Source: an optimization exercise on an open RTL-to-GDS flow (aim: small area, a short achievable clock period and few clock cycles per item). Production flows keep margins and buffers that such runs may drop.
Only simulation tests tie the RTL to the original design; equivalence was not proved.
Power is estimated from default activity; no workload was simulated.

## flow/run.sh

```bash
#!/bin/bash
# The standard layout (standard.sh: unchanged synthesis and steps), with two changes:
# ports are buffered with buf_1 cells, and the resizer's setup repair aims for a margin.
set -e
export SETUP_SLACK_MARGIN=5.4
export BUFFER_PORTS_ARGS="-buffer_cell sky130_fd_sc_hd__buf_1"
bash standard.sh > standard_flow.log 2>&1
```

## standard.sh

```bash
#!/bin/bash
# synth_recipe.tcl (not shown) runs the flow's synth.tcl, then flattens the netlist and writes it again
# the make line also repeats each setting of config.mk as NAME=value (left out here)
make -C /OpenROAD-flow-scripts/flow DESIGN_CONFIG=/design/flow/config.mk WORK_HOME=/design/flow/orfs CLKGATE_MAP_FILE= SYNTH_SCRIPT=/design/flow/synth_recipe.tcl "${@:-finish}"
```

## config.mk

```make
export PLATFORM = sky130hd
export DESIGN_NAME = smult16_err_acc
export DESIGN_NICKNAME = smult16_err_acc
export VERILOG_FILES = /design/flow/design.v
export SDC_FILE = /design/flow/constraint.sdc
export NUM_CORES = 4
export LEC_CHECK = 0
export CAP_MARGIN = 20
export CORE_MARGIN = 2
export CORE_UTILIZATION = 55
export SLEW_MARGIN = 20
```

## constraint.sdc

```tcl
create_clock -name core_clock -period 8.5 [get_ports {clk}]
set_input_delay 1.7000 -clock core_clock [delete_from_list [all_inputs] [get_ports {clk}]]
set_output_delay 1.7000 -clock core_clock [all_outputs]
set_load 0.01 [all_outputs]
```

## design.v

```verilog
module smult16_err_acc #(
  parameter int WIDTH = 16,
  parameter int OUTW  = 32,
  parameter int CNTW  = 16,
  parameter int ACCW  = 48
) (
  input  logic              clk,
  input  logic              rst_n,
  input  logic              start,
  input  logic [CNTW-1:0]   num_samples,
  input  logic              in_valid,
  output logic              in_ready,
  input  logic [WIDTH-1:0]  op_a,
  input  logic [WIDTH-1:0]  op_b,
  input  logic [OUTW-1:0]   p_approx,
  output logic              busy,
  output logic              done,
  output logic [CNTW-1:0]   err_count,
  output logic [ACCW-1:0]   sum_err,
  output logic [ACCW-1:0]   sum_abs_err,
  output logic [OUTW:0]     max_abs_err,
  output logic              overflow
);
  logic             busy_q, done_q, rdy_q;
  logic [CNTW-1:0]  rem_q;           
  logic             l1_q, l2_q, l3_q, l4_q;   
  logic             v1_q, v2_q;
  logic             clr_q;           
  logic             z_q;             
  wire go       = !busy_q && !done_q && start;
  wire accept   = rdy_q && in_valid;
  wire last_acc = accept && (rem_q == CNTW'(1));
  wire empty    = (num_samples == '0);
  always_ff @(posedge clk or negedge rst_n) begin
    if (!rst_n) begin
      busy_q <= 1'b0;
      done_q <= 1'b0;
      rdy_q  <= 1'b0;
      l1_q   <= 1'b0;
      l2_q   <= 1'b0;
      l3_q   <= 1'b0;
      l4_q   <= 1'b0;
      v1_q   <= 1'b0;
      v2_q   <= 1'b0;
      clr_q  <= 1'b0;
      z_q    <= 1'b0;
    end else begin
      done_q <= l4_q || z_q;
      busy_q <= go || (busy_q && !l4_q && !z_q);
      z_q    <= go && empty;
      rdy_q  <= go ? !empty : (rdy_q && !last_acc);
      l1_q   <= last_acc;
      l2_q   <= l1_q;
      l3_q   <= l2_q;
      l4_q   <= l3_q;
      v1_q   <= accept;
      v2_q   <= v1_q;
      clr_q  <= go;
    end
  end
  always_ff @(posedge clk) begin
    if (go) rem_q <= num_samples;
    else if (accept) rem_q <= rem_q - CNTW'(1);
  end
  logic [15:0] a_q;
  logic [31:0] p_q;
  logic        pc19_q;
  logic [7:0]  bone, btwo, bneg;
  wire  [16:0] bx = {op_b, 1'b0};
  wire  [5:0]  p_mid = {1'b0, p_approx[18:14]} + {5'b0, ~op_b[15]};
  always_ff @(posedge clk) begin
    a_q    <= op_a;
    p_q    <= {p_approx[31:19], p_mid[4:0], p_approx[13:0]};
    pc19_q <= p_mid[5];
    for (int i = 0; i < 8; i++) begin
      bone[i] <= bx[2*i+1] ^ bx[2*i];
      btwo[i] <= (bx[2*i+2] & ~bx[2*i+1] & ~bx[2*i]) | (~bx[2*i+2] & bx[2*i+1] & bx[2*i]);
      bneg[i] <= ~bx[2*i+2];
    end
  end
  wire pp0_0 = (bone[0] & a_q[0]) ^ bneg[0];
  wire pp0_1 = ((bone[0] & a_q[1]) | (btwo[0] & a_q[0])) ^ bneg[0];
  wire pp0_2 = ((bone[0] & a_q[2]) | (btwo[0] & a_q[1])) ^ bneg[0];
  wire pp0_3 = ((bone[0] & a_q[3]) | (btwo[0] & a_q[2])) ^ bneg[0];
  wire pp0_4 = ((bone[0] & a_q[4]) | (btwo[0] & a_q[3])) ^ bneg[0];
  wire pp0_5 = ((bone[0] & a_q[5]) | (btwo[0] & a_q[4])) ^ bneg[0];
  wire pp0_6 = ((bone[0] & a_q[6]) | (btwo[0] & a_q[5])) ^ bneg[0];
  wire pp0_7 = ((bone[0] & a_q[7]) | (btwo[0] & a_q[6])) ^ bneg[0];
  wire pp0_8 = ((bone[0] & a_q[8]) | (btwo[0] & a_q[7])) ^ bneg[0];
  wire pp0_9 = ((bone[0] & a_q[9]) | (btwo[0] & a_q[8])) ^ bneg[0];
  wire pp0_10 = ((bone[0] & a_q[10]) | (btwo[0] & a_q[9])) ^ bneg[0];
  wire pp0_11 = ((bone[0] & a_q[11]) | (btwo[0] & a_q[10])) ^ bneg[0];
  wire pp0_12 = ((bone[0] & a_q[12]) | (btwo[0] & a_q[11])) ^ bneg[0];
  wire pp0_13 = ((bone[0] & a_q[13]) | (btwo[0] & a_q[12])) ^ bneg[0];
  wire pp0_14 = ((bone[0] & a_q[14]) | (btwo[0] & a_q[13])) ^ bneg[0];
  wire pp0_15 = ((bone[0] & a_q[15]) | (btwo[0] & a_q[14])) ^ bneg[0];
  wire pp0_16 = ((bone[0] | btwo[0]) & a_q[15]) ^ bneg[0];
  wire pp1_0 = (bone[1] & a_q[0]) ^ bneg[1];
  wire pp1_1 = ((bone[1] & a_q[1]) | (btwo[1] & a_q[0])) ^ bneg[1];
  wire pp1_2 = ((bone[1] & a_q[2]) | (btwo[1] & a_q[1])) ^ bneg[1];
  wire pp1_3 = ((bone[1] & a_q[3]) | (btwo[1] & a_q[2])) ^ bneg[1];
  wire pp1_4 = ((bone[1] & a_q[4]) | (btwo[1] & a_q[3])) ^ bneg[1];
  wire pp1_5 = ((bone[1] & a_q[5]) | (btwo[1] & a_q[4])) ^ bneg[1];
  wire pp1_6 = ((bone[1] & a_q[6]) | (btwo[1] & a_q[5])) ^ bneg[1];
  wire pp1_7 = ((bone[1] & a_q[7]) | (btwo[1] & a_q[6])) ^ bneg[1];
  wire pp1_8 = ((bone[1] & a_q[8]) | (btwo[1] & a_q[7])) ^ bneg[1];
  wire pp1_9 = ((bone[1] & a_q[9]) | (btwo[1] & a_q[8])) ^ bneg[1];
  wire pp1_10 = ((bone[1] & a_q[10]) | (btwo[1] & a_q[9])) ^ bneg[1];
  wire pp1_11 = ((bone[1] & a_q[11]) | (btwo[1] & a_q[10])) ^ bneg[1];
  wire pp1_12 = ((bone[1] & a_q[12]) | (btwo[1] & a_q[11])) ^ bneg[1];
  wire pp1_13 = ((bone[1] & a_q[13]) | (btwo[1] & a_q[12])) ^ bneg[1];
  wire pp1_14 = ((bone[1] & a_q[14]) | (btwo[1] & a_q[13])) ^ bneg[1];
  wire pp1_15 = ((bone[1] & a_q[15]) | (btwo[1] & a_q[14])) ^ bneg[1];
  wire pp1_16 = ((bone[1] | btwo[1]) & a_q[15]) ^ bneg[1];
  wire ppn1 = ~pp1_16;
  wire pp2_0 = (bone[2] & a_q[0]) ^ bneg[2];
  wire pp2_1 = ((bone[2] & a_q[1]) | (btwo[2] & a_q[0])) ^ bneg[2];
  wire pp2_2 = ((bone[2] & a_q[2]) | (btwo[2] & a_q[1])) ^ bneg[2];
  wire pp2_3 = ((bone[2] & a_q[3]) | (btwo[2] & a_q[2])) ^ bneg[2];
  wire pp2_4 = ((bone[2] & a_q[4]) | (btwo[2] & a_q[3])) ^ bneg[2];
  wire pp2_5 = ((bone[2] & a_q[5]) | (btwo[2] & a_q[4])) ^ bneg[2];
  wire pp2_6 = ((bone[2] & a_q[6]) | (btwo[2] & a_q[5])) ^ bneg[2];
  wire pp2_7 = ((bone[2] & a_q[7]) | (btwo[2] & a_q[6])) ^ bneg[2];
  wire pp2_8 = ((bone[2] & a_q[8]) | (btwo[2] & a_q[7])) ^ bneg[2];
  wire pp2_9 = ((bone[2] & a_q[9]) | (btwo[2] & a_q[8])) ^ bneg[2];
  wire pp2_10 = ((bone[2] & a_q[10]) | (btwo[2] & a_q[9])) ^ bneg[2];
  wire pp2_11 = ((bone[2] & a_q[11]) | (btwo[2] & a_q[10])) ^ bneg[2];
  wire pp2_12 = ((bone[2] & a_q[12]) | (btwo[2] & a_q[11])) ^ bneg[2];
  wire pp2_13 = ((bone[2] & a_q[13]) | (btwo[2] & a_q[12])) ^ bneg[2];
  wire pp2_14 = ((bone[2] & a_q[14]) | (btwo[2] & a_q[13])) ^ bneg[2];
  wire pp2_15 = ((bone[2] & a_q[15]) | (btwo[2] & a_q[14])) ^ bneg[2];
  wire pp2_16 = ((bone[2] | btwo[2]) & a_q[15]) ^ bneg[2];
  wire ppn2 = ~pp2_16;
  wire pp3_0 = (bone[3] & a_q[0]) ^ bneg[3];
  wire pp3_1 = ((bone[3] & a_q[1]) | (btwo[3] & a_q[0])) ^ bneg[3];
  wire pp3_2 = ((bone[3] & a_q[2]) | (btwo[3] & a_q[1])) ^ bneg[3];
  wire pp3_3 = ((bone[3] & a_q[3]) | (btwo[3] & a_q[2])) ^ bneg[3];
  wire pp3_4 = ((bone[3] & a_q[4]) | (btwo[3] & a_q[3])) ^ bneg[3];
  wire pp3_5 = ((bone[3] & a_q[5]) | (btwo[3] & a_q[4])) ^ bneg[3];
  wire pp3_6 = ((bone[3] & a_q[6]) | (btwo[3] & a_q[5])) ^ bneg[3];
  wire pp3_7 = ((bone[3] & a_q[7]) | (btwo[3] & a_q[6])) ^ bneg[3];
  wire pp3_8 = ((bone[3] & a_q[8]) | (btwo[3] & a_q[7])) ^ bneg[3];
  wire pp3_9 = ((bone[3] & a_q[9]) | (btwo[3] & a_q[8])) ^ bneg[3];
  wire pp3_10 = ((bone[3] & a_q[10]) | (btwo[3] & a_q[9])) ^ bneg[3];
  wire pp3_11 = ((bone[3] & a_q[11]) | (btwo[3] & a_q[10])) ^ bneg[3];
  wire pp3_12 = ((bone[3] & a_q[12]) | (btwo[3] & a_q[11])) ^ bneg[3];
  wire pp3_13 = ((bone[3] & a_q[13]) | (btwo[3] & a_q[12])) ^ bneg[3];
  wire pp3_14 = ((bone[3] & a_q[14]) | (btwo[3] & a_q[13])) ^ bneg[3];
  wire pp3_15 = ((bone[3] & a_q[15]) | (btwo[3] & a_q[14])) ^ bneg[3];
  wire pp3_16 = ((bone[3] | btwo[3]) & a_q[15]) ^ bneg[3];
  wire ppn3 = ~pp3_16;
  wire pp4_0 = (bone[4] & a_q[0]) ^ bneg[4];
  wire pp4_1 = ((bone[4] & a_q[1]) | (btwo[4] & a_q[0])) ^ bneg[4];
  wire pp4_2 = ((bone[4] & a_q[2]) | (btwo[4] & a_q[1])) ^ bneg[4];
  wire pp4_3 = ((bone[4] & a_q[3]) | (btwo[4] & a_q[2])) ^ bneg[4];
  wire pp4_4 = ((bone[4] & a_q[4]) | (btwo[4] & a_q[3])) ^ bneg[4];
  wire pp4_5 = ((bone[4] & a_q[5]) | (btwo[4] & a_q[4])) ^ bneg[4];
  wire pp4_6 = ((bone[4] & a_q[6]) | (btwo[4] & a_q[5])) ^ bneg[4];
  wire pp4_7 = ((bone[4] & a_q[7]) | (btwo[4] & a_q[6])) ^ bneg[4];
  wire pp4_8 = ((bone[4] & a_q[8]) | (btwo[4] & a_q[7])) ^ bneg[4];
  wire pp4_9 = ((bone[4] & a_q[9]) | (btwo[4] & a_q[8])) ^ bneg[4];
  wire pp4_10 = ((bone[4] & a_q[10]) | (btwo[4] & a_q[9])) ^ bneg[4];
  wire pp4_11 = ((bone[4] & a_q[11]) | (btwo[4] & a_q[10])) ^ bneg[4];
  wire pp4_12 = ((bone[4] & a_q[12]) | (btwo[4] & a_q[11])) ^ bneg[4];
  wire pp4_13 = ((bone[4] & a_q[13]) | (btwo[4] & a_q[12])) ^ bneg[4];
  wire pp4_14 = ((bone[4] & a_q[14]) | (btwo[4] & a_q[13])) ^ bneg[4];
  wire pp4_15 = ((bone[4] & a_q[15]) | (btwo[4] & a_q[14])) ^ bneg[4];
  wire pp4_16 = ((bone[4] | btwo[4]) & a_q[15]) ^ bneg[4];
  wire ppn4 = ~pp4_16;
  wire pp5_0 = (bone[5] & a_q[0]) ^ bneg[5];
  wire pp5_1 = ((bone[5] & a_q[1]) | (btwo[5] & a_q[0])) ^ bneg[5];
  wire pp5_2 = ((bone[5] & a_q[2]) | (btwo[5] & a_q[1])) ^ bneg[5];
  wire pp5_3 = ((bone[5] & a_q[3]) | (btwo[5] & a_q[2])) ^ bneg[5];
  wire pp5_4 = ((bone[5] & a_q[4]) | (btwo[5] & a_q[3])) ^ bneg[5];
  wire pp5_5 = ((bone[5] & a_q[5]) | (btwo[5] & a_q[4])) ^ bneg[5];
  wire pp5_6 = ((bone[5] & a_q[6]) | (btwo[5] & a_q[5])) ^ bneg[5];
  wire pp5_7 = ((bone[5] & a_q[7]) | (btwo[5] & a_q[6])) ^ bneg[5];
  wire pp5_8 = ((bone[5] & a_q[8]) | (btwo[5] & a_q[7])) ^ bneg[5];
  wire pp5_9 = ((bone[5] & a_q[9]) | (btwo[5] & a_q[8])) ^ bneg[5];
  wire pp5_10 = ((bone[5] & a_q[10]) | (btwo[5] & a_q[9])) ^ bneg[5];
  wire pp5_11 = ((bone[5] & a_q[11]) | (btwo[5] & a_q[10])) ^ bneg[5];
  wire pp5_12 = ((bone[5] & a_q[12]) | (btwo[5] & a_q[11])) ^ bneg[5];
  wire pp5_13 = ((bone[5] & a_q[13]) | (btwo[5] & a_q[12])) ^ bneg[5];
  wire pp5_14 = ((bone[5] & a_q[14]) | (btwo[5] & a_q[13])) ^ bneg[5];
  wire pp5_15 = ((bone[5] & a_q[15]) | (btwo[5] & a_q[14])) ^ bneg[5];
  wire pp5_16 = ((bone[5] | btwo[5]) & a_q[15]) ^ bneg[5];
  wire ppn5 = ~pp5_16;
  wire pp6_0 = (bone[6] & a_q[0]) ^ bneg[6];
  wire pp6_1 = ((bone[6] & a_q[1]) | (btwo[6] & a_q[0])) ^ bneg[6];
  wire pp6_2 = ((bone[6] & a_q[2]) | (btwo[6] & a_q[1])) ^ bneg[6];
  wire pp6_3 = ((bone[6] & a_q[3]) | (btwo[6] & a_q[2])) ^ bneg[6];
  wire pp6_4 = ((bone[6] & a_q[4]) | (btwo[6] & a_q[3])) ^ bneg[6];
  wire pp6_5 = ((bone[6] & a_q[5]) | (btwo[6] & a_q[4])) ^ bneg[6];
  wire pp6_6 = ((bone[6] & a_q[6]) | (btwo[6] & a_q[5])) ^ bneg[6];
  wire pp6_7 = ((bone[6] & a_q[7]) | (btwo[6] & a_q[6])) ^ bneg[6];
  wire pp6_8 = ((bone[6] & a_q[8]) | (btwo[6] & a_q[7])) ^ bneg[6];
  wire pp6_9 = ((bone[6] & a_q[9]) | (btwo[6] & a_q[8])) ^ bneg[6];
  wire pp6_10 = ((bone[6] & a_q[10]) | (btwo[6] & a_q[9])) ^ bneg[6];
  wire pp6_11 = ((bone[6] & a_q[11]) | (btwo[6] & a_q[10])) ^ bneg[6];
  wire pp6_12 = ((bone[6] & a_q[12]) | (btwo[6] & a_q[11])) ^ bneg[6];
  wire pp6_13 = ((bone[6] & a_q[13]) | (btwo[6] & a_q[12])) ^ bneg[6];
  wire pp6_14 = ((bone[6] & a_q[14]) | (btwo[6] & a_q[13])) ^ bneg[6];
  wire pp6_15 = ((bone[6] & a_q[15]) | (btwo[6] & a_q[14])) ^ bneg[6];
  wire pp6_16 = ((bone[6] | btwo[6]) & a_q[15]) ^ bneg[6];
  wire ppn6 = ~pp6_16;
  wire pp7_0 = (bone[7] & a_q[0]) ^ bneg[7];
  wire pp7_1 = ((bone[7] & a_q[1]) | (btwo[7] & a_q[0])) ^ bneg[7];
  wire pp7_2 = ((bone[7] & a_q[2]) | (btwo[7] & a_q[1])) ^ bneg[7];
  wire pp7_3 = ((bone[7] & a_q[3]) | (btwo[7] & a_q[2])) ^ bneg[7];
  wire pp7_4 = ((bone[7] & a_q[4]) | (btwo[7] & a_q[3])) ^ bneg[7];
  wire pp7_5 = ((bone[7] & a_q[5]) | (btwo[7] & a_q[4])) ^ bneg[7];
  wire pp7_6 = ((bone[7] & a_q[6]) | (btwo[7] & a_q[5])) ^ bneg[7];
  wire pp7_7 = ((bone[7] & a_q[7]) | (btwo[7] & a_q[6])) ^ bneg[7];
  wire pp7_8 = ((bone[7] & a_q[8]) | (btwo[7] & a_q[7])) ^ bneg[7];
  wire pp7_9 = ((bone[7] & a_q[9]) | (btwo[7] & a_q[8])) ^ bneg[7];
  wire pp7_10 = ((bone[7] & a_q[10]) | (btwo[7] & a_q[9])) ^ bneg[7];
  wire pp7_11 = ((bone[7] & a_q[11]) | (btwo[7] & a_q[10])) ^ bneg[7];
  wire pp7_12 = ((bone[7] & a_q[12]) | (btwo[7] & a_q[11])) ^ bneg[7];
  wire pp7_13 = ((bone[7] & a_q[13]) | (btwo[7] & a_q[12])) ^ bneg[7];
  wire pp7_14 = ((bone[7] & a_q[14]) | (btwo[7] & a_q[13])) ^ bneg[7];
  wire pp7_15 = ((bone[7] & a_q[15]) | (btwo[7] & a_q[14])) ^ bneg[7];
  wire pp7_16 = ((bone[7] | btwo[7]) & a_q[15]) ^ bneg[7];
  wire ppn7 = ~pp7_16;
  wire ppn0 = ~pp0_16;
  wire pn31 = ~p_q[31];
  wire s1 = bneg[4] ^ p_q[8];
  wire c2 = bneg[4] & p_q[8];
  wire s3 = p_q[9] ^ pp0_9;
  wire c4 = p_q[9] & pp0_9;
  wire s5 = bneg[5] ^ p_q[10] ^ pp0_10;
  wire c6 = (bneg[5] & p_q[10]) | (pp0_10 & (bneg[5] ^ p_q[10]));
  wire s7 = pp1_8 ^ pp2_6;
  wire c8 = pp1_8 & pp2_6;
  wire s9 = p_q[11] ^ pp0_11 ^ pp1_9;
  wire c10 = (p_q[11] & pp0_11) | (pp1_9 & (p_q[11] ^ pp0_11));
  wire s11 = pp2_7 ^ pp3_5;
  wire c12 = pp2_7 & pp3_5;
  wire s13 = bneg[6] ^ p_q[12] ^ pp0_12;
  wire c14 = (bneg[6] & p_q[12]) | (pp0_12 & (bneg[6] ^ p_q[12]));
  wire s15 = pp1_10 ^ pp2_8 ^ pp3_6;
  wire c16 = (pp1_10 & pp2_8) | (pp3_6 & (pp1_10 ^ pp2_8));
  wire s17 = pp4_4 ^ pp5_2;
  wire c18 = pp4_4 & pp5_2;
  wire s19 = p_q[13] ^ pp0_13 ^ pp1_11;
  wire c20 = (p_q[13] & pp0_13) | (pp1_11 & (p_q[13] ^ pp0_13));
  wire s21 = pp2_9 ^ pp3_7 ^ pp4_5;
  wire c22 = (pp2_9 & pp3_7) | (pp4_5 & (pp2_9 ^ pp3_7));
  wire s23 = pp5_3 ^ pp6_1;
  wire c24 = pp5_3 & pp6_1;
  wire s25 = p_q[14] ^ pp0_14 ^ pp1_12;
  wire c26 = (p_q[14] & pp0_14) | (pp1_12 & (p_q[14] ^ pp0_14));
  wire s27 = pp2_10 ^ pp3_8 ^ pp4_6;
  wire c28 = (pp2_10 & pp3_8) | (pp4_6 & (pp2_10 ^ pp3_8));
  wire s29 = pp5_4 ^ pp6_2 ^ pp7_0;
  wire c30 = (pp5_4 & pp6_2) | (pp7_0 & (pp5_4 ^ pp6_2));
  wire s31 = p_q[15] ^ pp0_15 ^ pp1_13;
  wire c32 = (p_q[15] & pp0_15) | (pp1_13 & (p_q[15] ^ pp0_15));
  wire s33 = pp2_11 ^ pp3_9 ^ pp4_7;
  wire c34 = (pp2_11 & pp3_9) | (pp4_7 & (pp2_11 ^ pp3_9));
  wire s35 = pp5_5 ^ pp6_3 ^ pp7_1;
  wire c36 = (pp5_5 & pp6_3) | (pp7_1 & (pp5_5 ^ pp6_3));
  wire s37 = p_q[16] ^ pp1_14 ^ pp2_12;
  wire c38 = (p_q[16] & pp1_14) | (pp2_12 & (p_q[16] ^ pp1_14));
  wire s39 = pp3_10 ^ pp4_8 ^ pp5_6;
  wire c40 = (pp3_10 & pp4_8) | (pp5_6 & (pp3_10 ^ pp4_8));
  wire s41 = pp6_4 ^ pp7_2 ^ pp0_16;
  wire c42 = (pp6_4 & pp7_2) | (pp0_16 & (pp6_4 ^ pp7_2));
  wire s43 = p_q[17] ^ pp1_15 ^ pp2_13;
  wire c44 = (p_q[17] & pp1_15) | (pp2_13 & (p_q[17] ^ pp1_15));
  wire s45 = pp3_11 ^ pp4_9 ^ pp5_7;
  wire c46 = (pp3_11 & pp4_9) | (pp5_7 & (pp3_11 ^ pp4_9));
  wire s47 = pp6_5 ^ pp7_3 ^ pp0_16;
  wire c48 = (pp6_5 & pp7_3) | (pp0_16 & (pp6_5 ^ pp7_3));
  wire s49 = p_q[18] ^ pp2_14 ^ pp3_12;
  wire c50 = (p_q[18] & pp2_14) | (pp3_12 & (p_q[18] ^ pp2_14));
  wire s51 = pp4_10 ^ pp5_8 ^ pp6_6;
  wire c52 = (pp4_10 & pp5_8) | (pp6_6 & (pp4_10 ^ pp5_8));
  wire s53 = pp7_4 ^ ppn1 ^ ppn0;
  wire c54 = (pp7_4 & ppn1) | (ppn0 & (pp7_4 ^ ppn1));
  wire s55 = ~(p_q[19] ^ pc19_q);
  wire c56 = p_q[19] | pc19_q;
  wire s57 = pp2_15 ^ pp3_13 ^ pp4_11;
  wire c58 = (pp2_15 & pp3_13) | (pp4_11 & (pp2_15 ^ pp3_13));
  wire s59 = pp5_9 ^ pp6_7 ^ pp7_5;
  wire c60 = (pp5_9 & pp6_7) | (pp7_5 & (pp5_9 ^ pp6_7));
  wire s61 = p_q[20] ^ pp3_14 ^ pp4_12;
  wire c62 = (p_q[20] & pp3_14) | (pp4_12 & (p_q[20] ^ pp3_14));
  wire s63 = pp5_10 ^ pp6_8 ^ pp7_6;
  wire c64 = (pp5_10 & pp6_8) | (pp7_6 & (pp5_10 ^ pp6_8));
  wire s65 = ~(p_q[21] ^ pp3_15);
  wire c66 = p_q[21] | pp3_15;
  wire s67 = pp4_13 ^ pp5_11;
  wire c68 = pp4_13 & pp5_11;
  wire s69 = p_q[22] ^ pp4_14 ^ pp5_12;
  wire c70 = (p_q[22] & pp4_14) | (pp5_12 & (p_q[22] ^ pp4_14));
  wire s71 = ~p_q[23];
  wire s73 = bneg[2] ^ p_q[4];
  wire c74 = bneg[2] & p_q[4];
  wire s75 = p_q[5] ^ pp0_5;
  wire c76 = p_q[5] & pp0_5;
  wire s77 = bneg[3] ^ p_q[6] ^ pp0_6;
  wire c78 = (bneg[3] & p_q[6]) | (pp0_6 & (bneg[3] ^ p_q[6]));
  wire s79 = pp1_4 ^ pp2_2;
  wire c80 = pp1_4 & pp2_2;
  wire s81 = p_q[7] ^ pp0_7 ^ pp1_5;
  wire c82 = (p_q[7] & pp0_7) | (pp1_5 & (p_q[7] ^ pp0_7));
  wire s83 = pp2_3 ^ pp3_1;
  wire c84 = pp2_3 & pp3_1;
  wire s85 = s1 ^ pp0_8 ^ pp1_6;
  wire c86 = (s1 & pp0_8) | (pp1_6 & (s1 ^ pp0_8));
  wire s87 = pp2_4 ^ pp3_2 ^ pp4_0;
  wire c88 = (pp2_4 & pp3_2) | (pp4_0 & (pp2_4 ^ pp3_2));
  wire s89 = c2 ^ pp1_7 ^ pp2_5;
  wire c90 = (c2 & pp1_7) | (pp2_5 & (c2 ^ pp1_7));
  wire s91 = pp3_3 ^ pp4_1 ^ s3;
  wire c92 = (pp3_3 & pp4_1) | (s3 & (pp3_3 ^ pp4_1));
  wire s93 = pp3_4 ^ pp4_2 ^ pp5_0;
  wire c94 = (pp3_4 & pp4_2) | (pp5_0 & (pp3_4 ^ pp4_2));
  wire s95 = c4 ^ s7 ^ s5;
  wire c96 = (c4 & s7) | (s5 & (c4 ^ s7));
  wire s97 = pp4_3 ^ pp5_1 ^ c8;
  wire c98 = (pp4_3 & pp5_1) | (c8 & (pp4_3 ^ pp5_1));
  wire s99 = s11 ^ c6 ^ s9;
  wire c100 = (s11 & c6) | (s9 & (s11 ^ c6));
  wire s101 = pp6_0 ^ c12 ^ s17;
  wire c102 = (pp6_0 & c12) | (s17 & (pp6_0 ^ c12));
  wire s103 = c10 ^ s13 ^ s15;
  wire c104 = (c10 & s13) | (s15 & (c10 ^ s13));
  wire s105 = c18 ^ s23 ^ c14;
  wire c106 = (c18 & s23) | (c14 & (c18 ^ s23));
  wire s107 = c16 ^ s19 ^ s21;
  wire c108 = (c16 & s19) | (s21 & (c16 ^ s19));
  wire s109 = c24 ^ c20 ^ c22;
  wire c110 = (c24 & c20) | (c22 & (c24 ^ c20));
  wire s111 = s25 ^ s27 ^ s29;
  wire c112 = (s25 & s27) | (s29 & (s25 ^ s27));
  wire s113 = c26 ^ c28 ^ c30;
  wire c114 = (c26 & c28) | (c30 & (c26 ^ c28));
  wire s115 = s31 ^ s33 ^ s35;
  wire c116 = (s31 & s33) | (s35 & (s31 ^ s33));
  wire s117 = c32 ^ c34 ^ c36;
  wire c118 = (c32 & c34) | (c36 & (c32 ^ c34));
  wire s119 = s37 ^ s39 ^ s41;
  wire c120 = (s37 & s39) | (s41 & (s37 ^ s39));
  wire s121 = c38 ^ c40 ^ c42;
  wire c122 = (c38 & c40) | (c42 & (c38 ^ c40));
  wire s123 = s43 ^ s45 ^ s47;
  wire c124 = (s43 & s45) | (s47 & (s43 ^ s45));
  wire s125 = c44 ^ c46 ^ c48;
  wire c126 = (c44 & c46) | (c48 & (c44 ^ c46));
  wire s127 = s49 ^ s51 ^ s53;
  wire c128 = (s49 & s51) | (s53 & (s49 ^ s51));
  wire s129 = s55 ^ c50 ^ c52;
  wire c130 = (s55 & c50) | (c52 & (s55 ^ c50));
  wire s131 = c54 ^ s57 ^ s59;
  wire c132 = (c54 & s57) | (s59 & (c54 ^ s57));
  wire s133 = c56 ^ ppn2 ^ c58;
  wire c134 = (c56 & ppn2) | (c58 & (c56 ^ ppn2));
  wire s135 = c60 ^ s61 ^ s63;
  wire c136 = (c60 & s61) | (s63 & (c60 ^ s61));
  wire s137 = pp6_9 ^ pp7_7 ^ s65;
  wire c138 = (pp6_9 & pp7_7) | (s65 & (pp6_9 ^ pp7_7));
  wire s139 = s67 ^ c62 ^ c64;
  wire c140 = (s67 & c62) | (c64 & (s67 ^ c62));
  wire s141 = pp6_10 ^ pp7_8 ^ ppn3;
  wire c142 = (pp6_10 & pp7_8) | (ppn3 & (pp6_10 ^ pp7_8));
  wire s143 = c66 ^ c68 ^ s69;
  wire c144 = (c66 & c68) | (s69 & (c66 ^ c68));
  wire s145 = s71 ^ pp4_15 ^ pp5_13;
  wire c146 = (s71 & pp4_15) | (pp5_13 & (s71 ^ pp4_15));
  wire s147 = pp6_11 ^ pp7_9 ^ c70;
  wire c148 = (pp6_11 & pp7_9) | (c70 & (pp6_11 ^ pp7_9));
  wire s149 = p_q[23] ^ p_q[24] ^ pp5_14;
  wire c150 = (p_q[23] & p_q[24]) | (pp5_14 & (p_q[23] ^ p_q[24]));
  wire s151 = pp6_12 ^ pp7_10 ^ ppn4;
  wire c152 = (pp6_12 & pp7_10) | (ppn4 & (pp6_12 ^ pp7_10));
  wire s153 = ~(p_q[25] ^ pp5_15);
  wire c154 = p_q[25] | pp5_15;
  wire s155 = pp6_13 ^ pp7_11;
  wire c156 = pp6_13 & pp7_11;
  wire s157 = p_q[26] ^ pp6_14 ^ pp7_12;
  wire c158 = (p_q[26] & pp6_14) | (pp7_12 & (p_q[26] ^ pp6_14));
  wire s159 = ~p_q[27];
  wire s161 = bneg[1] ^ p_q[2];
  wire c162 = bneg[1] & p_q[2];
  wire s163 = p_q[3] ^ pp0_3;
  wire c164 = p_q[3] & pp0_3;
  wire s165 = s73 ^ pp0_4 ^ pp1_2;
  wire c166 = (s73 & pp0_4) | (pp1_2 & (s73 ^ pp0_4));
  wire s167 = c74 ^ pp1_3 ^ pp2_1;
  wire c168 = (c74 & pp1_3) | (pp2_1 & (c74 ^ pp1_3));
  wire s169 = pp3_0 ^ c76 ^ s79;
  wire c170 = (pp3_0 & c76) | (s79 & (pp3_0 ^ c76));
  wire s171 = c80 ^ s83 ^ c78;
  wire c172 = (c80 & s83) | (c78 & (c80 ^ s83));
  wire s173 = c84 ^ c82 ^ s85;
  wire c174 = (c84 & c82) | (s85 & (c84 ^ c82));
  wire s175 = c86 ^ c88 ^ s89;
  wire c176 = (c86 & c88) | (s89 & (c86 ^ c88));
  wire s177 = c90 ^ s93 ^ c92;
  wire c178 = (c90 & s93) | (c92 & (c90 ^ s93));
  wire s179 = c94 ^ s97 ^ c96;
  wire c180 = (c94 & s97) | (c96 & (c94 ^ s97));
  wire s181 = c98 ^ s101 ^ c100;
  wire c182 = (c98 & s101) | (c100 & (c98 ^ s101));
  wire s183 = c102 ^ s105 ^ c104;
  wire c184 = (c102 & s105) | (c104 & (c102 ^ s105));
  wire s185 = c106 ^ s109 ^ c108;
  wire c186 = (c106 & s109) | (c108 & (c106 ^ s109));
  wire s187 = c110 ^ s113 ^ c112;
  wire c188 = (c110 & s113) | (c112 & (c110 ^ s113));
  wire s189 = c114 ^ s117 ^ c116;
  wire c190 = (c114 & s117) | (c116 & (c114 ^ s117));
  wire s191 = c118 ^ s121 ^ c120;
  wire c192 = (c118 & s121) | (c120 & (c118 ^ s121));
  wire s193 = c122 ^ s125 ^ c124;
  wire c194 = (c122 & s125) | (c124 & (c122 ^ s125));
  wire s195 = c126 ^ s129 ^ c128;
  wire c196 = (c126 & s129) | (c128 & (c126 ^ s129));
  wire s197 = c130 ^ s133 ^ c132;
  wire c198 = (c130 & s133) | (c132 & (c130 ^ s133));
  wire s199 = s137 ^ c134 ^ s139;
  wire c200 = (s137 & c134) | (s139 & (s137 ^ c134));
  wire s201 = s141 ^ c138 ^ c140;
  wire c202 = (s141 & c138) | (c140 & (s141 ^ c138));
  wire s203 = c142 ^ s145 ^ s147;
  wire c204 = (c142 & s145) | (s147 & (c142 ^ s145));
  wire s205 = c146 ^ s149 ^ s151;
  wire c206 = (c146 & s149) | (s151 & (c146 ^ s149));
  wire s207 = s153 ^ s155 ^ c150;
  wire c208 = (s153 & s155) | (c150 & (s153 ^ s155));
  wire s209 = ppn5 ^ c154 ^ c156;
  wire c210 = (ppn5 & c154) | (c156 & (ppn5 ^ c154));
  wire s211 = s159 ^ pp6_15 ^ pp7_13;
  wire c212 = (s159 & pp6_15) | (pp7_13 & (s159 ^ pp6_15));
  wire s213 = p_q[27] ^ p_q[28] ^ pp7_14;
  wire c214 = (p_q[27] & p_q[28]) | (pp7_14 & (p_q[27] ^ p_q[28]));
  wire s215 = ~p_q[29];
  wire s217 = bneg[0] ^ p_q[0];
  wire c218 = bneg[0] & p_q[0];
  wire s219 = p_q[1] ^ pp0_1;
  wire c220 = p_q[1] & pp0_1;
  wire s221 = s161 ^ pp0_2 ^ pp1_0;
  wire c222 = (s161 & pp0_2) | (pp1_0 & (s161 ^ pp0_2));
  wire s223 = c162 ^ pp1_1 ^ s163;
  wire c224 = (c162 & pp1_1) | (s163 & (c162 ^ pp1_1));
  wire s225 = pp2_0 ^ c164 ^ s165;
  wire c226 = (pp2_0 & c164) | (s165 & (pp2_0 ^ c164));
  wire s227 = s75 ^ c166 ^ s167;
  wire c228 = (s75 & c166) | (s167 & (s75 ^ c166));
  wire s229 = c168 ^ s77 ^ s169;
  wire c230 = (c168 & s77) | (s169 & (c168 ^ s77));
  wire s231 = s81 ^ c170 ^ s171;
  wire c232 = (s81 & c170) | (s171 & (s81 ^ c170));
  wire s233 = s87 ^ c172 ^ s173;
  wire c234 = (s87 & c172) | (s173 & (s87 ^ c172));
  wire s235 = s91 ^ c174 ^ s175;
  wire c236 = (s91 & c174) | (s175 & (s91 ^ c174));
  wire s237 = c176 ^ s95 ^ s177;
  wire c238 = (c176 & s95) | (s177 & (c176 ^ s95));
  wire s239 = s99 ^ c178 ^ s179;
  wire c240 = (s99 & c178) | (s179 & (s99 ^ c178));
  wire s241 = s103 ^ c180 ^ s181;
  wire c242 = (s103 & c180) | (s181 & (s103 ^ c180));
  wire s243 = s107 ^ c182 ^ s183;
  wire c244 = (s107 & c182) | (s183 & (s107 ^ c182));
  wire s245 = s111 ^ c184 ^ s185;
  wire c246 = (s111 & c184) | (s185 & (s111 ^ c184));
  wire s247 = s115 ^ c186 ^ s187;
  wire c248 = (s115 & c186) | (s187 & (s115 ^ c186));
  wire s249 = s119 ^ c188 ^ s189;
  wire c250 = (s119 & c188) | (s189 & (s119 ^ c188));
  wire s251 = s123 ^ c190 ^ s191;
  wire c252 = (s123 & c190) | (s191 & (s123 ^ c190));
  wire s253 = s127 ^ c192 ^ s193;
  wire c254 = (s127 & c192) | (s193 & (s127 ^ c192));
  wire s255 = s131 ^ c194 ^ s195;
  wire c256 = (s131 & c194) | (s195 & (s131 ^ c194));
  wire s257 = s135 ^ c196 ^ s197;
  wire c258 = (s135 & c196) | (s197 & (s135 ^ c196));
  wire s259 = c136 ^ c198 ^ s199;
  wire c260 = (c136 & c198) | (s199 & (c136 ^ c198));
  wire s261 = s143 ^ c200 ^ s201;
  wire c262 = (s143 & c200) | (s201 & (s143 ^ c200));
  wire s263 = c144 ^ c202 ^ s203;
  wire c264 = (c144 & c202) | (s203 & (c144 ^ c202));
  wire s265 = c148 ^ s205 ^ c204;
  wire c266 = (c148 & s205) | (c204 & (c148 ^ s205));
  wire s267 = c152 ^ s207 ^ c206;
  wire c268 = (c152 & s207) | (c206 & (c152 ^ s207));
  wire s269 = s157 ^ s209 ^ c208;
  wire c270 = (s157 & s209) | (c208 & (s157 ^ s209));
  wire s271 = c158 ^ s211 ^ c210;
  wire c272 = (c158 & s211) | (c210 & (c158 ^ s211));
  wire s273 = ppn6 ^ c212 ^ s213;
  wire c274 = (ppn6 & c212) | (s213 & (ppn6 ^ c212));
  wire s275 = s215 ^ pp7_15 ^ c214;
  wire c276 = (s215 & pp7_15) | (c214 & (s215 ^ pp7_15));
  wire s277 = p_q[29] ^ p_q[30] ^ ppn7;
  wire c278 = (p_q[29] & p_q[30]) | (ppn7 & (p_q[29] ^ p_q[30]));
  wire [32:0] row0 = {1'b1, c278, c276, c274, c272, c270, c268, c266, c264, c262, c260, c258, c256, c254, c252, c250, c248, c246, c244, c242, c240, c238, c236, c234, c232, c230, c228, c226, c224, c222, c220, c218, s217};
  wire [32:0] row1 = {1'b0, pn31, s277, s275, s273, s271, s269, s267, s265, s263, s261, s259, s257, s255, s253, s251, s249, s247, s245, s243, s241, s239, s237, s235, s233, s231, s229, s227, s225, s223, s221, s219, pp0_0};
  localparam int LO = 6;
  wire  [LO:0]   lo_sum = {1'b0, row0[LO-1:0]} + {1'b0, row1[LO-1:0]};
  logic [32:0]   r0_q;
  logic [32:LO]  r1_q;
  logic          rc_q;
  always_ff @(posedge clk) begin
    r0_q <= {row0[32:LO], lo_sum[LO-1:0]};
    r1_q <= row1[32:LO];
    rc_q <= lo_sum[LO];
  end
  wire [33-LO:0] d_hi = {r0_q[32:LO], 1'b1} + {r1_q, rc_q};
  wire [32:0]    d    = {d_hi[33-LO:1], r0_q[LO-1:0]};
  wire        ds = d[32];
  wire [31:0] dx = d[31:0] ^ {32{ds}};
  logic [31:0] x_q;
  logic        s_q;
  always_ff @(posedge clk or negedge rst_n) begin
    if (!rst_n) begin
      x_q <= '0;
      s_q <= 1'b0;
    end else begin
      x_q <= v2_q ? dx : '0;
      s_q <= v2_q & ds;
    end
  end
  logic [CNTW-1:0] cnt_q;
  logic [23:0]     el_q, eh_q;            
  logic [23:0]     al_q, ah_q;            
  logic [31:0]     max_q;
  logic            ovf_q;
  logic            ec_q, ac_q;            
  logic [8:0]      dh_q;                  
  wire kp = ~clr_q;
  wire [31:0] dd    = x_q ^ {32{s_q}};                        
  wire [24:0] el_n  = {1'b0, el_q} + {1'b0, dd[23:0]};
  wire [24:0] eh_c  = {eh_q, 1'b1} + {{15{dh_q[8]}}, dh_q, ec_q};   
  wire [23:0] eh_n  = eh_c[24:1];
  wire        wrap  = (eh_q[23] == dh_q[8]) && (eh_n[23] != dh_q[8]);
  wire [25:0] al_n  = {1'b0, al_q, 1'b1} + {1'b0, x_q[23:0], s_q};   
  wire [24:0] ah_c  = {ah_q, 1'b1} + {16'b0, x_q[31:24], ac_q};    
  wire [23:0] ah_n  = ah_c[24:1];
  wire [33:0] cmp   = {1'b0, x_q, 1'b1} + {1'b0, ~max_q, s_q};    
  wire [31:0] absd  = x_q + {31'b0, s_q};
  wire        nz    = s_q | (|x_q);
  always_ff @(posedge clk or negedge rst_n) begin
    if (!rst_n) begin
      cnt_q <= '0;
      el_q  <= '0;
      eh_q  <= '0;
      al_q  <= '0;
      ah_q  <= '0;
      max_q <= '0;
      ovf_q <= 1'b0;
      ec_q  <= 1'b0;
      ac_q  <= 1'b0;
      dh_q  <= '0;
    end else begin
      cnt_q <= (cnt_q + CNTW'(nz)) & {CNTW{kp}};
      el_q  <= el_n[23:0] & {24{kp}};
      ec_q  <= el_n[24];
      dh_q  <= {s_q, dd[31:24]};
      eh_q  <= eh_n & {24{kp}};
      ovf_q <= (ovf_q | wrap) & kp;
      al_q  <= al_n[24:1] & {24{kp}};
      ac_q  <= al_n[25];
      ah_q  <= ah_n & {24{kp}};
      max_q <= (cmp[33] ? absd : max_q) & {32{kp}};
    end
  end
  assign in_ready    = rdy_q;
  assign busy        = busy_q;
  assign done        = done_q;
  assign err_count   = cnt_q;
  assign sum_err     = {eh_q, el_q};
  assign sum_abs_err = {ah_q, al_q};
  assign max_abs_err = {1'b0, max_q};
  assign overflow    = ovf_q;
endmodule
```

==> results.json, run 1 <==
{
  "gr-total-overflow": 0,
  "grt_pass1_wl_um": 93600,
  "worstPathArrival_ns": 3.45,
  "totalWireLength_um": 58100,
  "cp-end-kind": "flop",
  "fmax_mhz": 331,
  "grt_usage_pct": 26.4,
  "synth_edf_count": 16,
  "yosys_warnings": 1,
  "synth.area.top_cells": "dfrtp_1 21%, dfxtp_1 11%, fa_1 11%",
  "cap_violations": 0,
  "crit_path_start_kind": "flop",
  "slew_headroom_pct": 46.0,
  "crit_buf_inv": 2,
  "p_leak_nw": 12.4,
  "fillers": 3627,
  "syn_nets": 2804,
  "ant_nets": 0,
  "finalHoldViolCount": 0,
  "antenna_cells": 0,
  "seq_area_frac_synth_pct": 34.7,
  "io_pins": 233,
  "setup_viol": 0,
  "root_buffer": "clkbuf_16",
  "initial_utilization_pct": 55.7,
  "clockBufferDepth": 3,
  "dieArea_sq_um": 44300,
  "core-area_sq_um": 42000,
  "nets": 3001,
  "worst_pin_slew_ns": 0.810,
  "clock_skew_ns": 0.0193,
  "syn-mean-instance-area_sq_um": 9.66,
  "synth_fa_ha_area_share_pct": 19.6,
  "critical-path-max-stage-delay_ns": 0.55,
  "critPathTopFamily": "adder cells",
  "min_path_type": "reg -> reg",
  "grt_antenna_before_repair": 0,
  "gp_congestion": 0.903,
  "vias": 17800,
  "num_rows": 75,
  "dr.pass1.iters": 6,
  "cpMostUsedCell": "fa_1",
  "drtIter0Drc": 1328,
  "worstSetupPathType": "reg -> reg",
  "synth.area.mux_share_pct": 0.326,
  "grt_max_degree": 63,
  "syn_inst": 2427,
  "die_h_um": 210,
  "dpl_worst_slack_ns": 4.78,
  "htreeDepth": 2,
  "worst_slack_ns": 5.48,
  "yosys.area_share.simple_pct": 11.4,
  "grt_pass1_vias": 17800,
  "cp_slowest_cell": "dfxtp_2",
  "synth_top_area_share_pct": 21.4,
  "crit_fanout": 16,
  "dp_hpwl_um": 42700,
  "synth_ff_type": "dfrtp_1",
  "final_max_slew_viol_count": 0,
  "syn-cell-area_sq_um": 23400,
  "clk-insertion-delay-late_ns": 0.57,
  "clock-sinks": 348,
  "die_x_um": 210,
  "synthXorXnorAreaFrac_pct": 13.3,
  "ys_seq_elements": 348,
  "cp.required_ns": 8.93,
  "multi_input_area_sq_um": 14200,
  "synth-compound-area-share_pct": 15.3,
  "wl_per_cell_um": 18.2,
  "status": "finished clean",
  "synth_top_family_by_area": "adder cells",
  "cts_buffers": 41,
  "timing.final.crit_share_pct": 35.5,
  "yosysTopAreaCell": "dfrtp_1",
  "vdd_drop_max_v": 0.000172,
  "fin_tns_setup_ns": 0,
  "powerDensity_nw_per_um2": 236,
  "synth_cell_types": 77,
  "drc_errors": 0,
  "viasPerCell": 5.58,
  "io_buffers": 231,
  "drive_gt1_share_pct": 7.72,
  "synthArstFlopShare_pct": 57.5,
  "path_cells": "a22oi_1 > xnor2_1 > fa_1 > fa_1 > inv_1 > fa_1 > inv_1 > fa_1",
  "clkTransAtPathRegs_ns": 0.06,
  "rsz0062_at_grt": "true",
  "cts_tree": "built",
  "syn_to_final_growth_pct": 13.3,
  "regArea_sq_um": 8260,
  "period_minus_slack_ns": 3.02
}
final cells by class:
type | count | area share, %
Clock buffer | 64 | 4.69
Tap cell | 539 | 2.54
Clock inverter | 12 | 0.660
Inverter | 210 | 3.02
Multi-Input combinational cell | 1753 | 53.4
Timing Repair Buffer | 270 | 4.57
Sequential cell | 348 | 31.1
Yosys cell counts, types with 6 or more instances:
cell      number
a211o_1        8
a211oi_1      37
a21o_1        64
a21oi_1      110
a22oi_1      120
a31o_2         7
a31oi_1       14
and2_1         9
and3_1        19
and4_1         6
buf_1          6
clkbuf_1     106
dfrtp_1      200
dfxtp_1      132
edfxtp_1      16
fa_1         123
ha_1         170
inv_1        209
nand2_1      109
nand2b_1      18
nand3_1       53
nand4_1       25
nor2_1       214
nor2b_1       22
nor3_1        27
nor4_1        21
o211ai_1      10
o21a_1         8
o21ai_0       87
o21ai_1       11
o21bai_1      11
o31ai_1        7
or2_2          7
or3_1         14
xnor2_1      204
xor2_1       147
power breakdown:
group | switching (W) | internal [W]
Sequential | 0.000122 | 0.00185
Clock | 0.000705 | 0.00113
Combinational | 0.00135 | 0.00111
Total | 0.00217 | 0.00408
worst paths after layout:
check                             start       end  slack, ns  cells after the start
worst max-delay path            btwo[7]  r1_q[13]       5.48                      8
worst min-delay path               l1_q      l2_q       0.34                      0
worst max register to register  btwo[7]  r1_q[13]       5.48                      8
worst min register to register     l1_q      l2_q       0.34                      0
max in group asynchronous         rst_n       s_q       5.86                      3
min in group asynchronous         rst_n   el_q[6]       1.13                      1
sequential cells by signal, indices dropped and copies added, names as in the netlist, 8 cells and up:
| register | count |
|---|---|
| p_q | 32 |
| eh_q | 24 |
| bone | 8 |
| dh_q | 9 |
| cnt_q | 16 |
| btwo | 8 |
| max_q | 32 |
| x_q | 32 |
| al_q | 24 |
| ah_q | 24 |
| r0_q | 32 |
| a_q | 16 |
| el_q | 24 |
| r1_q | 26 |
| bneg | 8 |
| rem_q | 16 |
logic make-up after synthesis:
group                    after synthesis
flip-flops                           348
adder cells (fa/ha/maj)              293
AND/OR/NAND/NOR                      565
XOR/XNOR                             353
AO/OA/AOI/OAI                        533
other                                  1
buffers and inverters                327
multiplexers                           7
per-stage QoR:
step / hold WS [ns] / util, % / cells / power, W / area, sq um
floorplan: 0.331 / - / 2427 / 0.00392 / 23500
CTS: 0.344 / 62.5 / 3180 / 0.00632 / 26300
global route: 0.360 / 63.2 / 3196 / 0.00676 / 26600
detailed placement: 0.339 / 58.5 / 3090 / 0.00445 / 24600
global placement: 0.335 / 58.5 / 3090 / 0.00438 / 24600
finish: 0.343 / 63.2 / 3196 / 0.00626 / 26600
what timing repair did:
item,in CTS,in global routing
endpoints found under the setup margin,59,106
setup buffers,12,16
hold buffers,0,0
cloned,2,0
pin swaps,9,12
gates resized for setup,58,48
routing by layer:
metal | track usage (%) | share of wire [%] | up-vias
met5 | 0 | 0 | -
met4 | 9.54 | 2.8 | 0
met3 | 3.81 | 4.9 | 94
met2 | 43.9 | 48 | 482
met1 | 35.3 | 44 | 8563
li1 | - | - | 8699
placed cells by master, fill, tap and decap left out, types with 109 or more instances in the layout:
master / instances
a22oi_1: 120
buf_1: 230
dfrtp_1: 194
fa_1: 122
ha_1: 165
inv_1: 207
nand2_1: 109
nor2_1: 213
xnor2_1: 203
xor2_1: 146
Testbench counts, summed over its fixed seeds: cycles 24,689, items 24,113.
==> run 2, diff against run 1 <==
==> flow/run.sh (replaced) <==
#!/bin/bash
set -e
export SETUP_SLACK_MARGIN=5.4
export BUFFER_PORTS_ARGS="-buffer_cell sky130_fd_sc_hd__buf_1"
bash standard.sh > standard_flow.log 2>&1
--- a/config.mk
+++ b/config.mk
@@ -7,5 +7,5 @@
 export LEC_CHECK = 0
 export CAP_MARGIN = 20
 export CORE_MARGIN = 2
-export CORE_UTILIZATION = 55
+export CORE_UTILIZATION = 65
 export SLEW_MARGIN = 20
==> results.json, run 2 <==
{
  "gp_congestion": 0.952,
  "critical-path-max-stage-delay_ns": 0.43,
  "gr-total-overflow": 0,
  "synth_top_area_share_pct": 21.4,
  "min_path_type": "reg -> reg",
  "clkTransAtPathRegs_ns": 0.06,
  "ant_nets": 0,
  "cp_slowest_cell": "dfrtp_2",
  "power_frac_clock_pct": 28.8,
  "regArea_sq_um": 8250,
  "grt_pass1_vias": 18100,
  "io_pins": 233,
  "die_x_um": 194,
  "seq_area_frac_synth_pct": 34.7,
  "antenna_cells": 0,
  "timing.final.crit_share_pct": 35.9,
  "fmax_mhz": 328,
  "drc_errors": 0,
  "design_area_sq_um": 26300,
  "syn_inst": 2427,
  "setup_viol": 0,
  "finish.utilization_pct": 73.8,
  "p_leak_nw": 12.3,
  "yosys_warnings": 1,
  "clockBufferDepth": 3,
  "final_common_cell": "buf_1",
  "nets": 2985,
  "die_h_um": 194,
  "fillers": 2625,
  "rsz0062_at_grt": "true",
  "met2WireLength_um": 26000,
  "drtIter0Drc": 1275,
  "worstPathArrival_ns": 3.48,
  "grt_usage_pct": 29.4,
  "cp-end-kind": "flop",
  "dr.pass1.iters": 7,
  "syn_to_final_growth_pct": 12.0,
  "crit_start": "s_q",
  "syn-cell-area_sq_um": 23400,
  "status": "finished clean",
  "drive_gt1_share_pct": 6.94,
  "syn-mean-instance-area_sq_um": 9.66,
  "dp_hpwl_um": 40100,
  "crit_buf_inv": 1,
  "grt_antenna_before_repair": 0,
  "swShare_pct": 34.5,
  "p_int_w": 0.00405,
  "initial_utilization_pct": 65.9,
  "synth_ff_type": "dfrtp_1",
  "cp.required_ns": 8.93,
  "crit_fanout": 19,
  "seqPwrFrac_pct": 31.8,
  "num_rows": 69,
  "dr_wl_met3_um": 3330,
  "synth.most_common_cell": "nor2_1",
  "path_cells": "buf_12 > xor2_1 > ha_1 > and4_1 > nand2_1 > a211oi_2 > o21ai_1 > a211oi_1 > o21bai_1 > o211a_1 > mux2_1",
  "combPwrFrac_pct": 39.4,
  "grt_pass1_wl_um": 90300,
  "multi_input_area_sq_um": 14100,
  "final_max_slew_viol_count": 0,
  "crit_path_start_kind": "flop",
  "reg2reg_from": "s_q",
  "wl_per_cell_um": 17.9,
  "vias": 18100,
  "grt_max_degree": 86,
  "cts_tree": "built",
  "core-area_sq_um": 35600,
  "powerDensity_nw_per_um2": 236,
  "htreeDepth": 2,
  "fin_tns_setup_ns": 0,
  "cap_violations": 0,
  "final_cell_mix": "230 x buf_1, 213 x nor2_1, 207 x inv_1, 204 x xnor2_1, 196 x dfrtp_1",
  "cts_buffers": 38,
  "synth_edf_count": 16,
  "clk-insertion-delay-late_ns": 0.56,
  "syn_nets": 2804,
  "min_from": "l3_q",
  "worstSetupPathType": "reg -> reg",
  "wirelength_met1_um": 23700,
  "dr.max_layer_used": "met4",
  "io_buffers": 231,
  "viasPerCell": 5.83,
  "dieArea_sq_um": 37600,
  "synth.area.top_cells": "dfrtp_1 21%, dfxtp_1 11%, fa_1 11%",
  "vdd_drop_max_v": 0.000212,
  "clock_skew_ns": 0.0184,
  "root_buffer": "clkbuf_16",
  "synthTopCellsByCount": "214 x nor2_1, 209 x inv_1, 204 x xnor2_1",
  "period_minus_slack_ns": 3.05,
  "ys_seq_elements": 348,
  "finalHoldViolCount": 0,
  "slew_headroom_pct": 35.2,
  "critPathTopFamily": "compound AO/OA/AOI/OAI gates",
  "yosysTopAreaCell": "dfrtp_1",
  "clock-sinks": 348,
  "placedInstanceArea_sq_um": 24500,
  "synth_cell_types": 77,
  "power.switching_w": 0.00214,
  "totalWireLength_um": 55300,
  "worst_pin_slew_ns": 0.971,
  "synthArstFlopShare_pct": 57.5
}
-- run 2: cell counts after synthesis --
No cell type changed its count.
-- run 2: metrics by stage --
| step | total power, W | setup WS (ns) | hold WS (ns) | std cells |
|---|---|---|---|---|
| floorplan | 0.00392 | 5.40 | 0.331 | 2427 |
| global placement | 0.00436 | 4.95 | 0.337 | 3009 |
| detailed placement | 0.00443 | 4.87 | 0.338 | 3009 |
| CTS | 0.00624 | 5.41 | 0.360 | 3090 |
| global route | 0.00668 | 5.30 | 0.366 | 3098 |
| finish | 0.00619 | 5.45 | 0.356 | 3098 |
-- run 2: power groups by stage --
stage	combinational (W)	clock, W	sequential (W)
after floorplan	0.00200	0	0.00192
after global placement	0.00236	0	0.00200
after detailed placement	0.00243	0	0.00200
after CTS	0.00245	0.00182	0.00197
after global routing	0.00282	0.00188	0.00198
final	0.00244	0.00178	0.00197
-- run 2: kinds of logic after synthesis --
family                     after synthesis  synth area share, %
other                                    1               0.0160
muxes                                    7                0.326
AOI/OAI and AO/OA                      533                 15.3
DFF                                    348                 34.7
and+or+nand+nor                        565                 11.4
adders and majority gates              293                 19.6
xor gates and xnor gates               353                 13.3
buffers and inverters                  327                 5.35
-- run 2: what timing repair did --
item | in CTS | in global routing
hold buffers | 0 | 0
gates cloned | 1 | 0
endpoints found under the setup margin | 44 | 46
pin swaps | 7 | 8
buffers inserted | 11 | 8
resized for setup | 58 | 36
-- run 2: cell type report --
type                       instances  area share, %
multi-input combinational       1752           53.8
sequential                       348           31.4
clock buffer                      54           4.40
timing repair buffer             258           4.26
inverter                         210           3.05
tap                              461           2.20
clock inverter                    15          0.829
-- run 2: path summary, 6_finish.rpt --
check,endpoint,slack (ns),cells after the start
max,el_q[23],5.45,11
min,l4_q,0.36,0
max reg2reg,el_q[23],5.45,11
min reg2reg,l4_q,0.36,0
max in group asynchronous,clr_q,5.74,2
min in group asynchronous,el_q[5],1.25,1
-- run 2: metal layers --
layer | vias to the layer above | GRT usage, %
li1 | 8638 | -
met1 | 8605 | 38.9
met2 | 666 | 48.7
met3 | 157 | 4.17
met4 | 0 | 12.3
met5 | - | 0
==> run 3, diff against run 2 <==
--- a/config.mk
+++ b/config.mk
@@ -7,5 +7,5 @@
 export LEC_CHECK = 0
 export CAP_MARGIN = 20
 export CORE_MARGIN = 2
-export CORE_UTILIZATION = 65
+export CORE_UTILIZATION = 55
 export SLEW_MARGIN = 20
==> results.json, run 3 <==
{
  "synth_edf_count": 16,
  "antenna_cells": 0,
  "period_minus_slack_ns": 3.02,
  "swShare_pct": 34.7,
  "viasPerCell": 5.58,
  "setup_viol": 0,
  "final_cell_mix": "230 x buf_1, 213 x nor2_1, 207 x inv_1, 203 x xnor2_1, 194 x dfrtp_1",
  "initial_utilization_pct": 55.7,
  "synth_top_area_share_pct": 21.4,
  "p_int_w": 0.00408,
  "power_frac_clock_pct": 29.4,
  "worstPathArrival_ns": 3.45,
  "yosysTopAreaCell": "dfrtp_1",
  "cp-end-kind": "flop",
  "htreeDepth": 2,
  "clkTransAtPathRegs_ns": 0.06,
  "clk-insertion-delay-late_ns": 0.57,
  "worst_pin_slew_ns": 0.810,
  "grt_usage_pct": 26.4,
  "ys_seq_elements": 348,
  "cap_violations": 0,
  "finalHoldViolCount": 0,
  "combPwrFrac_pct": 39.2,
  "io_buffers": 231,
  "clockBufferDepth": 3,
  "num_rows": 75,
  "multi_input_area_sq_um": 14200,
  "seq_area_frac_synth_pct": 34.7,
  "ant_nets": 0,
  "met2WireLength_um": 27900,
  "vdd_drop_max_v": 0.000172,
  "grt_max_degree": 63,
  "cts_buffers": 41,
  "nets": 3001,
  "powerDensity_nw_per_um2": 236,
  "dieArea_sq_um": 44300,
  "synth_cell_types": 77,
  "crit_path_start_kind": "flop",
  "timing.final.crit_share_pct": 35.5,
  "cts_tree": "built",
  "totalWireLength_um": 58100,
  "syn_to_final_growth_pct": 13.3,
  "grt_antenna_before_repair": 0,
  "cp.required_ns": 8.93,
  "syn_inst": 2427,
  "vias": 17800,
  "crit_fanout": 16,
  "drc_errors": 0,
  "seqPwrFrac_pct": 31.4,
  "grt_pass1_vias": 17800,
  "rsz0062_at_grt": "true",
  "min_path_type": "reg -> reg",
  "regArea_sq_um": 8260,
  "synthArstFlopShare_pct": 57.5,
  "clock_skew_ns": 0.0193,
  "drive_gt1_share_pct": 7.72,
  "cts_hold_buf": 0,
  "wl_per_cell_um": 18.2,
  "synthTopCellsByCount": "214 x nor2_1, 209 x inv_1, 204 x xnor2_1",
  "die_h_um": 210,
  "clock-sinks": 348,
  "design_area_sq_um": 26600,
  "final_common_cell": "buf_1",
  "synth.area.top_cells": "dfrtp_1 21%, dfxtp_1 11%, fa_1 11%",
  "placedInstanceArea_sq_um": 24600,
  "p_leak_nw": 12.4,
  "die_x_um": 210,
  "dr.pass1.iters": 6,
  "io_pins": 233,
  "dr_wl_met3_um": 2820,
  "gp_congestion": 0.903,
  "drtIter0Drc": 1328,
  "slew_headroom_pct": 46.0,
  "root_buffer": "clkbuf_16",
  "final_max_slew_viol_count": 0,
  "core-area_sq_um": 42000,
  "syn_nets": 2804,
  "worstSetupPathType": "reg -> reg",
  "gr-total-overflow": 0,
  "synth_ff_type": "dfrtp_1",
  "fmax_mhz": 331,
  "fin_tns_setup_ns": 0,
  "wirelength_met1_um": 25700,
  "syn-cell-area_sq_um": 23400,
  "yosys_warnings": 1,
  "dp_hpwl_um": 42700,
  "power.switching_w": 0.00217,
  "fillers": 3627,
  "grt_pass1_wl_um": 93600,
  "status": "finished clean",
  "synth.most_common_cell": "nor2_1",
  "syn-mean-instance-area_sq_um": 9.66,
  "dr.max_layer_used": "met4"
}
[run 3: final cells by class]
| class | instances | share of cell area, % |
|---|---|---|
| repair buffers | 270 | 4.57 |
| clock buffers | 64 | 4.69 |
| flip-flops and latches | 348 | 31.1 |
| well taps | 539 | 2.54 |
| clock inverters | 12 | 0.660 |
| inverters | 210 | 3.02 |
| multi-input cells | 1753 | 53.4 |
[run 3: power by group through the flow]
stage	Combinational, W	Clock, W	Sequential, W
detailed placement	0.00245	0	0.00200
CTS	0.00247	0.00188	0.00197
finish	0.00245	0.00184	0.00197
global route	0.00283	0.00195	0.00198
floorplan	0.00200	0	0.00192
global placement	0.00238	0	0.00200
[run 3: worst max-delay path, cell delays in order (launching register included)]
cell and delay, ns:
dfxtp_2 0.55, a22oi_1 0.15, xnor2_1 0.34, fa_1 0.51, fa_1 0.38, inv_1 0.08, fa_1 0.40, inv_1 0.08
fa_1 0.40
[run 3: routing by layer]
metal / global-route usage, % / vias to the layer above
met3: 3.81 / 94
met5: 0 / -
met4: 9.54 / 0
li1: - / 8699
met2: 43.9 / 482
met1: 35.3 / 8563
[run 3: logic make-up after synthesis]
| kind of cell | share of synthesized area (%) |
|---|---|
| flip-flops | 34.7 |
| AND/OR/NAND/NOR | 11.4 |
| XOR/XNOR | 13.3 |
| other | 0.0160 |
| AO/OA/AOI/OAI | 15.3 |
| adder cells (fa/ha/maj) | 19.6 |
| buffers and inverters | 5.35 |
| multiplexers | 0.326 |
[run 3: timing repair]
action                                  4_1_cts  5_1_grt
resized for setup                            58       48
buffers inserted                             12       16
pin swaps                                     9       12
cloned                                        2        0
endpoints found under the setup margin       59      106
[run 3: path summary, 6_finish.rpt]
| path | startpoint | endpoint | slack [ns] | cells after the start |
|---|---|---|---|---|
| max reg2reg | btwo[7] | r1_q[13] | 5.48 | 8 |
| min | l1_q | l2_q | 0.34 | 0 |
| min reg2reg | l1_q | l2_q | 0.34 | 0 |
| min in group asynchronous | rst_n | el_q[6] | 1.13 | 1 |
| max | btwo[7] | r1_q[13] | 5.48 | 8 |
| max in group asynchronous | rst_n | s_q | 5.86 | 3 |
[run 3: per-stage QoR]
step | hold slack, ns | setup WS [ns] | total power [W] | std cells | util (%)
after floorplan | 0.331 | 5.40 | 0.00392 | 2427 | -
after global placement | 0.335 | 4.90 | 0.00438 | 3090 | 58.5
after detailed placement | 0.339 | 4.78 | 0.00445 | 3090 | 58.5
after CTS | 0.344 | 5.40 | 0.00632 | 3180 | 62.5
after global routing | 0.360 | 5.33 | 0.00676 | 3196 | 63.2
final | 0.343 | 5.48 | 0.00626 | 3196 | 63.2
==> run 4, diff against run 3 <==
==> flow/run.sh (replaced) <==
#!/bin/bash
set -e
export SETUP_SLACK_MARGIN=5.5
export BUFFER_PORTS_ARGS="-buffer_cell sky130_fd_sc_hd__buf_1"
bash standard.sh > standard_flow.log 2>&1
==> results.json, run 4 <==
{
  "viasPerCell": 5.64,
  "finalHoldViolCount": 0,
  "crit_fanout": 15,
  "synthArstFlopShare_pct": 57.5,
  "design_area_sq_um": 26700,
  "drtIter0Drc": 1324,
  "synth_ff_type": "dfrtp_1",
  "synth_top_area_share_pct": 21.4,
  "totalWireLength_um": 58300,
  "clkTransAtPathRegs_ns": 0.06,
  "grt_max_degree": 177,
  "antenna_cells": 0,
  "die_x_um": 210,
  "clk-insertion-delay-late_ns": 0.57,
  "grtUsageMet1_pct": 34.8,
  "cap_violations": 0,
  "met2_usage_pct": 43.8,
  "vdd_drop_max_v": 0.000209,
  "min_to": "v2_q",
  "reg2reg_from": "s_q",
  "yosysTopAreaCell": "dfrtp_1",
  "cpMostUsedCell": "a211oi_2",
  "synth.area.mux_share_pct": 0.326,
  "crit_start": "s_q",
  "status": "finished clean",
  "core-area_sq_um": 42000,
  "grt_pass1_vias": 17800,
  "finish.utilization_pct": 63.5,
  "syn_to_final_growth_pct": 13.8,
  "clockBufferDepth": 3,
  "die_h_um": 210,
  "powerDensity_nw_per_um2": 231,
  "cts_buffers": 41,
  "crit_path_start_kind": "flop",
  "regToRegEndpoint": "el_q[23]",
  "cp.required_ns": 8.94,
  "path_cells": "buf_12 > buf_4 > xor2_1 > ha_1 > nand4b_1 > a211oi_2 > o21ai_2 > a211oi_2 > o21bai_2 > o211a_1 > mux2_1",
  "period_minus_slack_ns": 3.02,
  "synth_cell_types": 77,
  "worst_pin_slew_ns": 1.04,
  "synthTopCellsByCount": "214 x nor2_1, 209 x inv_1, 204 x xnor2_1",
  "gp_congestion": 0.929,
  "ant_nets": 0,
  "fin_tns_setup_ns": 0,
  "syn-cell-area_sq_um": 23400,
  "vias": 18100,
  "synth_edf_count": 16,
  "wl_per_cell_um": 18.2,
  "yosys.area_share.simple_pct": 11.4,
  "synth.area.top_cells": "dfrtp_1 21%, dfxtp_1 11%, fa_1 11%",
  "nets": 3013,
  "syn-mean-instance-area_sq_um": 9.66,
  "setup_viol": 0,
  "io_pins": 233,
  "fmax_mhz": 331,
  "htreeDepth": 2,
  "dr.pass1.iters": 5,
  "cts_hold_buf": 0,
  "critical-path-max-stage-delay_ns": 0.42,
  "min_path_cells": 0,
  "cp-end-kind": "flop",
  "io_buffers": 231,
  "synthXorXnorAreaFrac_pct": 13.3,
  "final_max_slew_viol_count": 0,
  "critPathTopFamily": "compound AO/OA/AOI/OAI gates",
  "grt_antenna_before_repair": 0,
  "cp_slowest_cell": "dfrtp_2",
  "seq_area_frac_synth_pct": 34.7,
  "synth_fa_ha_area_share_pct": 19.6,
  "final_cell_mix": "230 x buf_1, 213 x nor2_1, 204 x inv_1, 198 x xnor2_1, 195 x dfrtp_1",
  "worstSetupPathType": "reg -> reg",
  "ys_seq_elements": 348,
  "num_rows": 75,
  "worstPathArrival_ns": 3.46,
  "regArea_sq_um": 8270,
  "min_from": "v1_q",
  "r2r_cells": 11,
  "clock_skew_ns": 0.0205,
  "crit_buf_inv": 2,
  "syn_nets": 2804,
  "syn_inst": 2427,
  "initial_utilization_pct": 55.7,
  "cts_tree": "built",
  "fillers": 3597,
  "dieArea_sq_um": 44300,
  "grt_pass1_wl_um": 92500,
  "clock-sinks": 348,
  "min_path_type": "reg -> reg",
  "root_buffer": "clkbuf_16",
  "busiest_layer": "met2",
  "synth-compound-area-share_pct": 15.3,
  "dp_hpwl_um": 41900,
  "final_common_cell": "buf_1",
  "synth.most_common_cell": "nor2_1",
  "yosys_warnings": 1,
  "rsz0062_at_grt": "true",
  "grtUsageMet3_pct": 3.53,
  "timing.final.crit_share_pct": 35.6,
  "multi_input_area_sq_um": 14300,
  "p_leak_nw": 12.4,
  "slew_headroom_pct": 30.5,
  "gr-total-overflow": 0
}
## run 4: cell counts after synthesis
No cell type changed its count.
## run 4: kinds of logic (layout without fill, tap and decap cells)
group / Yosys count / in the layout
and+or+nand+nor: 565 / 565
AOI/OAI and AO/OA: 533 / 534
other: 1 / 1
DFF: 348 / 348
buffers and inverters: 327 / 564
adders and majority gates: 293 / 293
muxes: 7 / 7
xor gates and xnor gates: 353 / 353
## run 4: cell type report
class	instances	area share, %
clock inverter	16	0.535
timing repair inverter	1	0.0188
timing repair buffer	281	4.91
multi-input combinational	1753	53.6
inverter	210	3.02
sequential	348	31.0
tap	539	2.53
clock buffer	56	4.36
## run 4: layer usage
metal | up-vias | part of all wire [%]
met5 | - | 0
met3 | 122 | 5.4
met4 | 0 | 3.5
met1 | 8667 | 44
li1 | 8719 | -
met2 | 547 | 48
## run 4: power by group
group	internal, W	leakage (nW)	switching [W]
logic	0.00113	7.70	0.00137
clock network	0.00102	0.643	0.000689
registers	0.00184	4.10	0.000115
## run 4: metrics by stage
stage / hold WS, ns / worst slack [ns] / cells / total power [W]
global placement: 0.335 / 4.91 / 3089 / 0.00438
global route: 0.349 / 5.36 / 3204 / 0.00665
finish: 0.347 / 5.48 / 3204 / 0.00617
detailed placement: 0.336 / 4.78 / 3089 / 0.00446
floorplan: 0.331 / 5.50 / 2427 / 0.00392
CTS: 0.349 / 5.49 / 3187 / 0.00621
## run 4: worst max path at each step
stage | cells past startpoint | endpoint
floorplan | 9 | r1_q[10]
global placement | 12 | el_q[20]
detailed placement | 12 | el_q[20]
CTS | 12 | el_q[22]
global route | 11 | el_q[23]
finish | 11 | el_q[23]
## run 4: worst register-to-register path: cells and delay by family, from the launching register on
family | cells | cell delay, ns
buffers and inverters | 2 | 0.32
XOR/XNOR | 1 | 0.17
adder cells (fa/ha/maj) | 1 | 0.37
flip-flops | 1 | 0.42
AND/OR/NAND/NOR | 1 | 0.17
multiplexers | 1 | 0.31
AO/OA/AOI/OAI | 5 | 1.13
## run 4: timing repair
item / CTS / global route
resized for setup: 74 / 62
setup endpoints to repair: 77 / 76
cloned: 2 / 1
pin swaps: 13 / 29
endpoints found under the hold margin: 0 / 0
setup buffers: 24 / 16

Check on run 4: ideal ports give 5.478 ns setup slack; a clkbuf_16 on the clock port and buf_2 on the inputs give 5.478 ns; moving port delays by the midpoint clock arrival (0.613 ns) as well gives 5.155 ns.
